This design comes from an exercise in tuning for small area, a short achievable clock period and few clock cycles per item on the open sky130 flow, not from production work. Only simulation tests tie the RTL to the original design; equivalence was not proved.

==> flow/design.v <==
module wprr_remap (
  input  logic        clk_i,
  input  logic        rst_ni,
  input  logic        start_i,
  input  logic [11:0] wheel_mm_i,
  input  logic [31:0] interval_i,
  output logic        done_o,
  output logic [9:0]  quotient_o,
  output logic [31:0] interval_o
);
  typedef enum logic [1:0] {
    R_DONE,
    R_MUL,
    R_DIV
  } remap_state_e;
  remap_state_e state_q;
  logic [3:0]   cnt_q;
  logic [40:0]  acc_q;
  logic [31:0]  ival_q;
  logic [18:0]  mcand;       
  logic [20:0]  mcand3;      
  logic [30:0]  den;         
  logic [21:0]  ic_in, ic_q;
  function automatic logic [21:0] clamp22(input logic [31:0] v);
    clamp22 = (v[31:22] != '0) ? 22'h3fffff : v[21:0];
  endfunction
  function automatic logic [3:0] top_pair(input logic [21:0] v);
    top_pair = 4'd0;
    for (int j = 1; j < 11; j++) begin
      if (v[2*j +: 2] != 2'b00) top_pair = 4'(j);
    end
  endfunction
  function automatic logic [20:0] digit_mul(input logic [1:0] d, input logic [18:0] m,
                                            input logic [20:0] m3);
    unique case (d)
      2'd0: digit_mul = '0;
      2'd1: digit_mul = {2'b00, m};
      2'd2: digit_mul = {1'b0, m, 1'b0};
      default: digit_mul = m3;
    endcase
  endfunction
  assign mcand  = 19'(wheel_mm_i) * 19'd90;
  assign mcand3 = 21'(mcand) * 21'd3;
  assign ic_in  = clamp22(interval_i);
  assign ic_q   = clamp22(ival_q);
  assign den    = 31'(wheel_mm_i) * 31'd9 + 31'(ic_q) * 31'd500;
  logic [40:0] div1, div2;
  function automatic logic [40:0] div_step(input logic [40:0] a, input logic [30:0] d);
    logic [31:0] p2;
    logic        ge;
    p2 = {a[40:10], a[9]};
    ge = (p2 >= {1'b0, d});
    div_step = {ge ? 31'(p2 - {1'b0, d}) : p2[30:0], a[8:0], ge};
  endfunction
  assign div1 = div_step(acc_q, den);
  assign div2 = div_step(div1, den);
  logic [3:0]  tp_in;
  logic [1:0]  dig;
  assign tp_in = top_pair(ic_in);
  assign dig   = ic_q[2*(cnt_q - 4'd1) +: 2];
  always_ff @(posedge clk_i or negedge rst_ni) begin
    if (!rst_ni) begin
      state_q <= R_DONE;
      cnt_q   <= '0;
    end else if (start_i) begin
      if (tp_in == '0) begin
        state_q <= R_DIV;
        cnt_q   <= 4'd5;
      end else begin
        state_q <= R_MUL;
        cnt_q   <= tp_in;
      end
    end else begin
      unique case (state_q)
        R_MUL: begin
          if (cnt_q == 4'd1) begin
            state_q <= R_DIV;
            cnt_q   <= 4'd5;
          end else begin
            cnt_q <= cnt_q - 4'd1;
          end
        end
        R_DIV: begin
          if (cnt_q == 4'd1) state_q <= R_DONE;
          cnt_q <= cnt_q - 4'd1;
        end
        default: ;
      endcase
    end
  end
  always_ff @(posedge clk_i) begin
    if (start_i) begin
      ival_q <= interval_i;
      acc_q  <= 41'(digit_mul(ic_in[2*tp_in +: 2], mcand, mcand3));
    end else if (state_q == R_MUL) begin
      acc_q  <= {acc_q[38:0], 2'b00} + 41'(digit_mul(dig, mcand, mcand3));
    end else if (state_q == R_DIV) begin
      acc_q  <= div2;
    end
  end
  assign done_o     = (state_q == R_DONE);
  assign quotient_o = acc_q[9:0];
  assign interval_o = ival_q;
endmodule
module wheel_pulse_rate_remapper (
  input  logic        clk_i,
  input  logic        rst_ni,
  input  logic        s_axis_tvalid,
  output logic        s_axis_tready,
  input  logic [7:0]  s_axis_tdata,
  output logic        m_axis_tvalid,
  input  logic        m_axis_tready,
  output logic [39:0] m_axis_tdata,
  input  logic        cfg_valid_i,
  output logic        cfg_ready_o,
  input  logic [2:0]  cfg_index_i,
  input  logic [31:0] cfg_data_i
);
  localparam int QCNT_W = 4;
  localparam logic [QCNT_W-1:0] QCNT_LIM = QCNT_W'(13);
  logic [11:0] wheel_q;
  logic [15:0] slow_q;
  logic [9:0]  debounce_q;
  logic [15:0] idle_q;
  logic [7:0]  pulse_q;
  logic [21:0] hold_q;
  assign cfg_ready_o = 1'b1;
  always_ff @(posedge clk_i or negedge rst_ni) begin
    if (!rst_ni) begin
      wheel_q    <= 12'd2360;
      slow_q     <= 16'd383;
      debounce_q <= 10'd100;
      idle_q     <= 16'd4000;
      pulse_q    <= 8'd2;
      hold_q     <= 22'd900000;
    end else if (cfg_valid_i) begin
      case (cfg_index_i)
        3'd0: wheel_q    <= cfg_data_i[11:0];
        3'd1: slow_q     <= cfg_data_i[15:0];
        3'd2: debounce_q <= cfg_data_i[9:0];
        3'd3: idle_q     <= cfg_data_i[15:0];
        3'd4: pulse_q    <= cfg_data_i[7:0];
        3'd5: hold_q     <= cfg_data_i[21:0];
        default: ;
      endcase
    end
  end
  logic        h_valid, h_m;
  logic [31:0] sr_q;           
  logic        e_q;            
  logic [QCNT_W-1:0] k_q;      
  logic [QCNT_W-1:0] k2_q;     
  logic        h_edge, a_go, q_full;
  assign h_edge = h_m && (sr_q > {22'd0, debounce_q});
  assign q_full = e_q ? (k2_q >= QCNT_LIM) : (k_q >= QCNT_LIM);
  assign a_go   = h_valid && !(h_edge && e_q) && !q_full;
  assign s_axis_tready = !h_valid || a_go;
  always_ff @(posedge clk_i or negedge rst_ni) begin
    if (!rst_ni) begin
      h_valid <= 1'b0;
      h_m     <= 1'b0;
    end else if (s_axis_tready) begin
      h_valid <= s_axis_tvalid;
      h_m     <= s_axis_tdata[0];
    end
  end
  always_ff @(posedge clk_i or negedge rst_ni) begin
    if (!rst_ni) begin
      sr_q <= '0;
    end else if (a_go) begin
      sr_q <= h_edge ? 32'd1 : sr_q + 32'd1;
    end
  end
  logic        q_done;
  logic [9:0]  q_val;
  logic [31:0] q_meas;
  logic        q_gt_slow;
  logic        b_go, b_edge;
  wprr_remap u_remap (
    .clk_i      (clk_i),
    .rst_ni     (rst_ni),
    .start_i    (a_go && h_edge),
    .wheel_mm_i (wheel_q),
    .interval_i (sr_q),
    .done_o     (q_done),
    .quotient_o (q_val),
    .interval_o (q_meas)
  );
  assign q_gt_slow = (q_meas > {16'd0, slow_q});
  logic out_free;
  logic out_valid_q;
  assign out_free = !out_valid_q || m_axis_tready;
  assign b_edge   = (k_q == '0) && e_q;
  assign b_go     = out_free && ((k_q != '0) || (e_q && q_done));
  always_ff @(posedge clk_i or negedge rst_ni) begin
    if (!rst_ni) begin
      e_q  <= 1'b0;
      k_q  <= '0;
      k2_q <= '0;
    end else begin
      if (b_go && b_edge) begin
        e_q  <= 1'b0;
        k_q  <= k2_q + QCNT_W'(a_go);
        k2_q <= '0;
      end else begin
        if (a_go && h_edge) e_q <= 1'b1;
        if (e_q) begin
          k_q  <= k_q - QCNT_W'(b_go);
          k2_q <= k2_q + QCNT_W'(a_go);
        end else begin
          k_q  <= k_q - QCNT_W'(b_go) + QCNT_W'(a_go && !h_edge);
        end
      end
    end
  end
  logic [31:0] now_q, sw_q, meas_q;
  logic [21:0] next_q;
  logic [7:0]  pl_q;
  logic [1:0]  lamp_q;
  logic        level_q, first_q;
  logic        pend, blue, ge_slow, gt_idle;
  logic [21:0] xnext;
  logic        fire_x, fire_0, fire;
  logic        lvl_f, lvl_n, level;
  logic [7:0]  pl_f, pl_n;
  assign ge_slow = (sw_q >= {16'd0, slow_q});
  assign gt_idle = (sw_q > {16'd0, idle_q});
  assign pend    = b_edge || first_q;
  assign blue    = b_edge && q_gt_slow && ge_slow;
  assign xnext   = b_edge ? {12'd0, q_val} : (first_q ? 22'd0 : next_q);
  assign fire_x  = ((sw_q - {10'd0, xnext}) <= now_q);
  assign fire_0  = (sw_q <= now_q);
  assign fire    = blue ? fire_0 : fire_x;
  assign lvl_f   = (pulse_q != '0);
  assign pl_f    = lvl_f ? pulse_q - 8'd1 : 8'd0;
  assign lvl_n   = (pl_q != '0);
  assign pl_n    = lvl_n ? pl_q - 8'd1 : 8'd0;
  assign level   = fire ? lvl_f : lvl_n;
  always_ff @(posedge clk_i or negedge rst_ni) begin
    if (!rst_ni) begin
      now_q       <= '0;
      sw_q        <= '0;
      meas_q      <= '0;
      next_q      <= 22'd999999;
      pl_q        <= '0;
      lamp_q      <= 2'd0;
      level_q     <= 1'b0;
      first_q     <= 1'b1;
      out_valid_q <= 1'b0;
    end else begin
      if (out_free) out_valid_q <= b_go;
      if (b_go) begin
        first_q <= 1'b0;
        now_q   <= now_q + 32'd1;
        sw_q    <= fire ? 32'd1 : sw_q + 32'd1;
        if (b_edge) meas_q <= q_meas;
        next_q  <= fire ? hold_q : (blue ? 22'd0 : xnext);
        pl_q    <= fire ? pl_f : pl_n;
        level_q <= level;
        if (pend)         lamp_q <= blue ? 2'd1 : 2'd2;
        else if (gt_idle) lamp_q <= 2'd0;
      end
    end
  end
  assign m_axis_tvalid = out_valid_q;
  assign m_axis_tdata  = {5'd0, meas_q, lamp_q, level_q};
endmodule
==> flow/run.sh <==
#!/bin/bash
# synth_recipe.tcl (not shown) runs the flow's synth.tcl, then flattens the netlist and writes it again
# the make line also repeats each setting of config.mk as NAME=value (left out here)
make -C /OpenROAD-flow-scripts/flow DESIGN_CONFIG=/design/flow/config.mk WORK_HOME=/design/flow/orfs CLKGATE_MAP_FILE= SYNTH_SCRIPT=/design/flow/synth_recipe.tcl finish
==> flow/config.mk <==
export PLATFORM = sky130hd
export DESIGN_NAME = wheel_pulse_rate_remapper
export DESIGN_NICKNAME = wheel_pulse_rate_remapper
export VERILOG_FILES = /design/flow/design.v
export SDC_FILE = /design/flow/constraint.sdc
export NUM_CORES = 4
export LEC_CHECK = 0
export CAP_MARGIN = 20
export CORE_MARGIN = 2
export CORE_UTILIZATION = 40
export SLEW_MARGIN = 20
==> flow/constraint.sdc <==
create_clock -name core_clock -period 8.0 [get_ports {clk_i}]
set_input_delay 1.6000 -clock core_clock [delete_from_list [all_inputs] [get_ports {clk_i}]]
set_output_delay 1.6000 -clock core_clock [all_outputs]
set_load 0.01 [all_outputs]
==> results.yml, run 1 <==
status:
  status: "complete, but fails checks"
  failed_checks: "negative setup slack"
timing:
  slew_violations: 0
  timing.setup.tns_ns: -138.46
  max_freq_ghz: 0.0807
  post-route-min-period_ns: 12.39
  fin_crit_sh: 1.55
  slew_headroom: 0.366
  skew_ns: 0.0354
  worst_pin_slew_ns: 0.942
  hold_ws_ns: 0.472
  finalHoldViolCount: 0
  rsz0062_at_grt: "true"
  setup_viol: 33
  fin_ws_ns: -4.39
worst_setup_path:
  end_kind: "flop"
  critical_path_class: "reg2reg"
  crit_slowest_cell: "fa_1"
  cp_max_fo: 8
  crit_arrival_ns: 12.70
  required_ns: 8.30
  start_kind: "flop"
  slowest_delay_ns: 0.58
clock_network:
  cts_hold_buf: 0
  cts.sinks: 337
  numCtsBuffers: 40
  cts_max_level: 2
  cts-root-buf: "clkbuf_16"
  clock_latency_ns: 0.60
  clk_transition_reported_paths_ns: 0.06
  clock_path_buffers: 3
  tritoncts: "built"
synth:
  synth-seq-cells: 337
  synth_top_flop_cell: "dfrtp_1"
  ys_warn_count: 2
  yosysTopAreaCell: "dfrtp_1"
  synthCells: 3781
  yosys-top-cells-area: "dfrtp_1, ha_1, fa_1, xnor2_1, edfxtp_1"
  yosysTopAreaCellShare: 0.166
  synthArstFlopShare: 0.783
  avgSynthCellArea_um2: 8.68
  synth_edf_count: 53
  syn_area_um2: 32800
  synth_cell_types: 123
  yosysSeqAreaShare: 0.264
placement:
  place_hpwl_um: 75100
  io_buffers: 67
  gp_congestion: 0.917
detailed_routing:
  dr.pass1.iters: 5
  drt-total-wl_um: 95900
  antenna_left: 0
  wl_met2_um: 42800
  vias: 29500
  routedWlPerCell_um: 17.3
  routed.top_layer: "met4"
  wl_met3_um: 4550
  drtIter0Drc: 1981
  vias_per_cell: 5.33
  drcViolationCount: 0
  wl_met1_um: 46900
cells_and_area:
  drive_gt1_frac: 0.234
  fin_nets: 4954
  area_growth_pct: 26.5
  final_common_cell: "buf_4"
  mostFrequentLayoutCells: "buf_4, ha_1, nand2_1"
flow_run:
  maxCapViolations: 0
die:
  pin_count: 91
  start_util: 0.402
  core_area_um2: 81600
  rows: 105
  fp.dieArea_um2: 84300
  fp.dieH_um: 290
  die_w_um: 290
global_route:
  grt_max_degree: 176
  antenna_found_initial: 0
  grt_pass1_wl_um: 156000
  grt_overflow: 0
  grtUsageTotal: 0.226
  grt_pass1_vias: 29300
worst_hold_path:
  hold_class: "reg2reg"
[critical path, delay by kind of cell, from the launching register on]
| family | cells | cell delay [ns] |
|---|---|---|
| XOR/XNOR | 2 | 0.27 |
| AND/OR/NAND/NOR | 13 | 1.80 |
| adder cells (fa/ha/maj) | 8 | 2.88 |
| AO/OA/AOI/OAI | 27 | 4.96 |
| buffers and inverters | 9 | 1.22 |
| flip-flops | 1 | 0.42 |
| multiplexers | 2 | 0.57 |
[final timing paths]
check | from | to | slack [ns] | depth (start not counted)
min | now_q[9] | now_q[9] | 0.47 | 1
min in group asynchronous | rst_ni | now_q[27] | 0.99 | 1
max | u_remap.ival_q[31] | u_remap.acc_q[20] | -4.39 | 61
max reg2reg | u_remap.ival_q[31] | u_remap.acc_q[20] | -4.39 | 61
min reg2reg | now_q[9] | now_q[9] | 0.47 | 1
max in group asynchronous | rst_ni | h_m | 5.63 | 2
[Yosys cell counts, types with 61 or more instances]
cell type / instances
fa_1: 92
xnor2_1: 198
inv_1: 351
ha_1: 374
a21oi_1: 222
nand2_1: 370
a21o_1: 67
o21ai_0: 206
dfrtp_1: 217
nand3_1: 83
xor2_1: 105
clkbuf_1: 92
nor2_1: 316
nor3_1: 61
mux2_2: 80
[flip-flops by register name, indices dropped and copies added (netlist names), 2 cells and up]
| signal | flops |
|---|---|
| k_q | 4 |
| u_remap.cnt_q | 4 |
| hold_q | 22 |
| u_remap.acc_q | 41 |
| pulse_q | 8 |
| k2_q | 4 |
| debounce_q | 10 |
| pl_q | 8 |
| next_q | 22 |
| meas_q | 32 |
| wheel_q | 12 |
| lamp_q | 2 |
| sr_q | 32 |
| u_remap.state_q | 2 |
| u_remap.ival_q | 32 |
| idle_q | 16 |
| slow_q | 16 |
| now_q | 32 |
| sw_q | 32 |
[logic make-up (layout without fill, tap and decap cells)]
logic type / count (synthesis) / after routing / share of synthesized area
xor+xnor: 306 / 306 / 0.0829
simple gates: 1177 / 1177 / 0.170
buf+inv: 475 / 1161 / 0.0578
compound gates: 891 / 892 / 0.183
flops: 337 / 337 / 0.264
other cells: 2 / 7 / 0.000229
fa+ha+maj: 471 / 471 / 0.200
mux: 122 / 122 / 0.0418
[final cells by class]
type | count | area, um^2
Antenna cell | 1 | 2.50
Clock buffer | 58 | 1100
Clock inverter | 16 | 208
Fill cell | 7608 | 40100
Inverter | 354 | 1330
Multi-Input combinational cell | 2974 | 23000
Sequential cell | 337 | 8660
Tap cell | 1070 | 1340
Timing Repair Buffer | 733 | 5830
[per-layer routing]
metal,track usage,vias up
li1,-,14700
met1,0.331,14200
met2,0.359,615
met3,0.0262,103
met4,0.0478,0
met5,0,-
[through the flow]
stage	area, um^2	cells	util	setup WS [ns]
3_3_place_gp	39300	5424	0.481	-4.52
2_1_floorplan	33100	3785	-	-4.46
3_5_place_dp	39300	5424	0.482	-4.72
4_1_cts	41000	5517	0.502	-4.27
6_report	41500	5543	0.509	-4.39
5_1_grt	41500	5542	0.509	-5.10
[repair_timing]
item,in CTS,in global routing
setup buffers,17,24
gates resized for setup,51,80
setup endpoints to repair,34,96
pin swaps,35,78
cloned,2,0
hold endpoints to repair,0,0
Testbench counts, summed over its fixed seeds: cycles 8,751, items 8,000.
==> run 2, diff against run 1 <==
--- a/flow/design.v
+++ b/flow/design.v
@@ -45,3 +45,4 @@
   assign ic_q   = clamp22(ival_q);
-  assign den    = 31'(wheel_mm_i) * 31'd9 + 31'(ic_q) * 31'd500;
+  logic [30:0]  den_q;
+  assign den    = den_q;
   logic [40:0] div1, div2;
@@ -93,2 +94,3 @@
       ival_q <= interval_i;
+      den_q  <= 31'(wheel_mm_i) * 31'd9 + 31'(ic_in) * 31'd500;
       acc_q  <= 41'(digit_mul(ic_in[2*tp_in +: 2], mcand, mcand3));
==> run 2 against run 1 <==
Net effect: now clean on timing, DRC and antenna; sequential share of layout area rose by 5.0 points; critical path depth down 29; maximum frequency up 65%; core utilization fell by 6.4 points; worst setup slack improved by 4.9 ns; register-to-register slack better by 4.9 ns; highest routed layer unchanged; global-route usage down 2.5 points; wire length decreased by 10%; clock skew fell by 0.00066 ns.
==> results.yml, run 2 <==
cells_and_area:
  final_common_cell: "ha_1"
  drive_gt1_frac: 0.0810
  mostFrequentLayoutCells: "ha_1, inv_1, nand2_1"
  area_growth_pct: 10.7
  regMostFlops: "u_remap.acc_q"
  finalInstanceArea_um2: 37100
  largest_reg_flops: 41
  fin_nets: 4390
worst_setup_path:
  crit_slowest_cell: "dfstp_2"
  slowest_delay_ns: 0.59
  crit_arrival_ns: 8.03
  start_kind: "flop"
  required_ns: 8.51
  end_kind: "flop"
  cp_max_fo: 6
  critical_path_class: "reg2reg"
  r2r.worst_path.cells: 32
synth:
  yosysMostFrequentCell: "ha_1"
  synth_cell_types: 91
  synthArstFlopShare: 0.717
  syn_area_um2: 33500
  yosysTopAreaCell: "dfrtp_1"
  synthCells: 3794
  yosys-top-cells-area: "dfrtp_1, ha_1, edfxtp_1, fa_1, inv_1"
  yosysSeqAreaShare: 0.286
  ys_warn_count: 2
  netlist_top_cells_count: "ha_1, inv_1, nand2_1"
  synth_edf_count: 84
  synth-seq-cells: 368
  yosysTopAreaCellShare: 0.162
  avgSynthCellArea_um2: 8.84
  synth_top_flop_cell: "dfrtp_1"
timing:
  skew_ns: 0.0347
  worst_pin_slew_ns: 1.12
  max_freq_ghz: 0.133
  timing.setup.tns_ns: 0
  setup_viol: 0
  slew_violations: 0
  post-route-min-period_ns: 7.52
  rsz0062_at_grt: "false"
  slew_headroom: 0.245
  finalHoldViolCount: 0
  fin_crit_sh: 0.940
  hold_ws_ns: 0.469
global_route:
  grt_pass1_vias: 26700
  antenna_found_initial: 1
  grt_overflow: 0
  grt_pass1_wl_um: 142000
  grtUsageTotal: 0.201
  grt_max_degree: 158
  met1_usage: 0.282
  grtUsageMet3: 0.0236
  met2_usage: 0.337
  grt_busiest_layer: "met2"
placement:
  dpl-instance-area_um2: 35500
  place_hpwl_um: 66000
  io_buffers: 67
  gp_congestion: 0.890
clock_network:
  cts_max_level: 2
  clk_transition_reported_paths_ns: 0.06
  clock_path_buffers: 3
  numCtsBuffers: 43
  clock_latency_ns: 0.60
  cts.sinks: 368
  cts_hold_buf: 0
  tritoncts: "built"
  cts-root-buf: "clkbuf_16"
detailed_routing:
  drt-total-wl_um: 86300
  routedWlPerCell_um: 17.4
  antenna_left: 0
  dr.pass1.iters: 5
  drtIter0Drc: 1543
  vias_per_cell: 5.44
  drcViolationCount: 0
  vias: 26900
die:
  fp.dieArea_um2: 86100
  start_util: 0.402
  pin_count: 91
  fp.dieH_um: 293
  core_area_um2: 83300
  die_w_um: 293
  rows: 106
status:
  status: "timing/DRC/antenna clean"
flow_run:
  maxCapViolations: 0
worst_hold_path:
  worstHoldPathCells: 1
  hold_class: "reg2reg"
-- run 2: cell count changes in the layout (fill, tap and decap cells not counted), moves of 16 or more --
| cell | previous run | this run |
|---|---|---|
| buf_4 | 643 | 46 |
| o21ai_0 | 185 | 224 |
| inv_1 | 347 | 385 |
| a21oi_1 | 204 | 241 |
| xnor2_1 | 191 | 159 |
| edfxtp_1 | 53 | 84 |
| nor2_1 | 299 | 269 |
| ha_1 | 367 | 393 |
| nand3_1 | 78 | 104 |
| xor2_1 | 104 | 126 |
| a21o_1 | 66 | 85 |
| mux2i_1 | 36 | 52 |
| nor2b_1 | 54 | 38 |
-- run 2: repair_timing --
| action | in CTS | in global routing |
|---|---|---|
| buffers inserted | 0 | 1 |
| resized for setup | 0 | 25 |
| endpoints found under the setup margin | 0 | 85 |
-- run 2: path summary, 6_finish.rpt --
kind | start | endpoint | slack [ns]
worst max register to register | wheel_q[3] | u_remap.acc_q[37] | 0.48
min in group asynchronous | rst_ni | now_q[19] | 1.05
max in group asynchronous | rst_ni | sr_q[10] | 5.57
worst min-delay path | now_q[25] | now_q[25] | 0.47
worst min register to register | now_q[25] | now_q[25] | 0.47
worst max-delay path | wheel_q[3] | u_remap.acc_q[37] | 0.48
-- run 2: per-layer routing --
metal,share of wire,vias up
li1,-,13400
met1,0.48,13000
met2,0.47,457
met3,0.041,84
met4,0.014,0
met5,0,-
-- run 2: logic make-up (layout without fill, tap and decap cells) --
family,count (synthesis),in the layout,synth area share
other,2,7,0.000224
buffers and inverters,504,582,0.0582
flip-flops,368,368,0.286
multiplexers,127,127,0.0422
AND/OR/NAND/NOR,1115,1115,0.158
adder cells (fa/ha/maj),502,502,0.211
XOR/XNOR,291,291,0.0764
AO/OA/AOI/OAI,885,885,0.169
-- run 2: final cells by class --
| cell class | count | area [um^2] |
|---|---|---|
| diodes | 1 | 2.50 |
| clock buffers | 58 | 1220 |
| clock inverters | 22 | 248 |
| fillers | 8155 | 46200 |
| inverters | 388 | 1460 |
| multi-input cells | 2926 | 22200 |
| flip-flops and latches | 368 | 9590 |
| well taps | 1080 | 1350 |
| repair buffers | 114 | 1040 |
-- run 2: stage by stage --
stage / util / worst slack, ns / std cells
2_1_floorplan: - / 0.791 / 3798
3_3_place_gp: 0.426 / 0.273 / 4875
3_5_place_dp: 0.426 / 0.209 / 4875
4_1_cts: 0.443 / 0.176 / 4955
5_1_grt: 0.445 / 0.00663 / 4956
6_report: 0.445 / 0.478 / 4957
-- run 2: critical path: cells and delay by family (launching register included) --
kind                     cells  cell delay (ns)
flip-flops                   1             0.59
adder cells (fa/ha/maj)      7             2.47
XOR/XNOR                     2             0.36
AND/OR/NAND/NOR              8             1.17
buffers and inverters        4             0.48
AO/OA/AOI/OAI               11             2.36
Testbench counts of run 2, summed over its fixed seeds: cycles 8,751, items 8,000.

## afterwards: timing with drivers on the ports
No port has a modelled driver above. Below, the same layouts with a new extraction and two added sets of constraints. Step 1, drivers: a clkbuf_16 drives clk_i and a buf_2 each remaining input, both assumed. Step 2 times the ports against the registers' clock, not the clock port: input delays grow and output delays shrink by t, the midpoint of the rising clock arrivals with the driver on. Three values: ideal, step 1, step 2; two values: the first two.
run	t, ns	slack for setup (ns)	worst data-port slew with drivers (ns)	pins driven straight from the clock port
run 1	0.647	-4.391 / -4.391 / -4.391	0.05	1
run 2	0.643	0.478 / 0.478 / 0.478	0.05	1
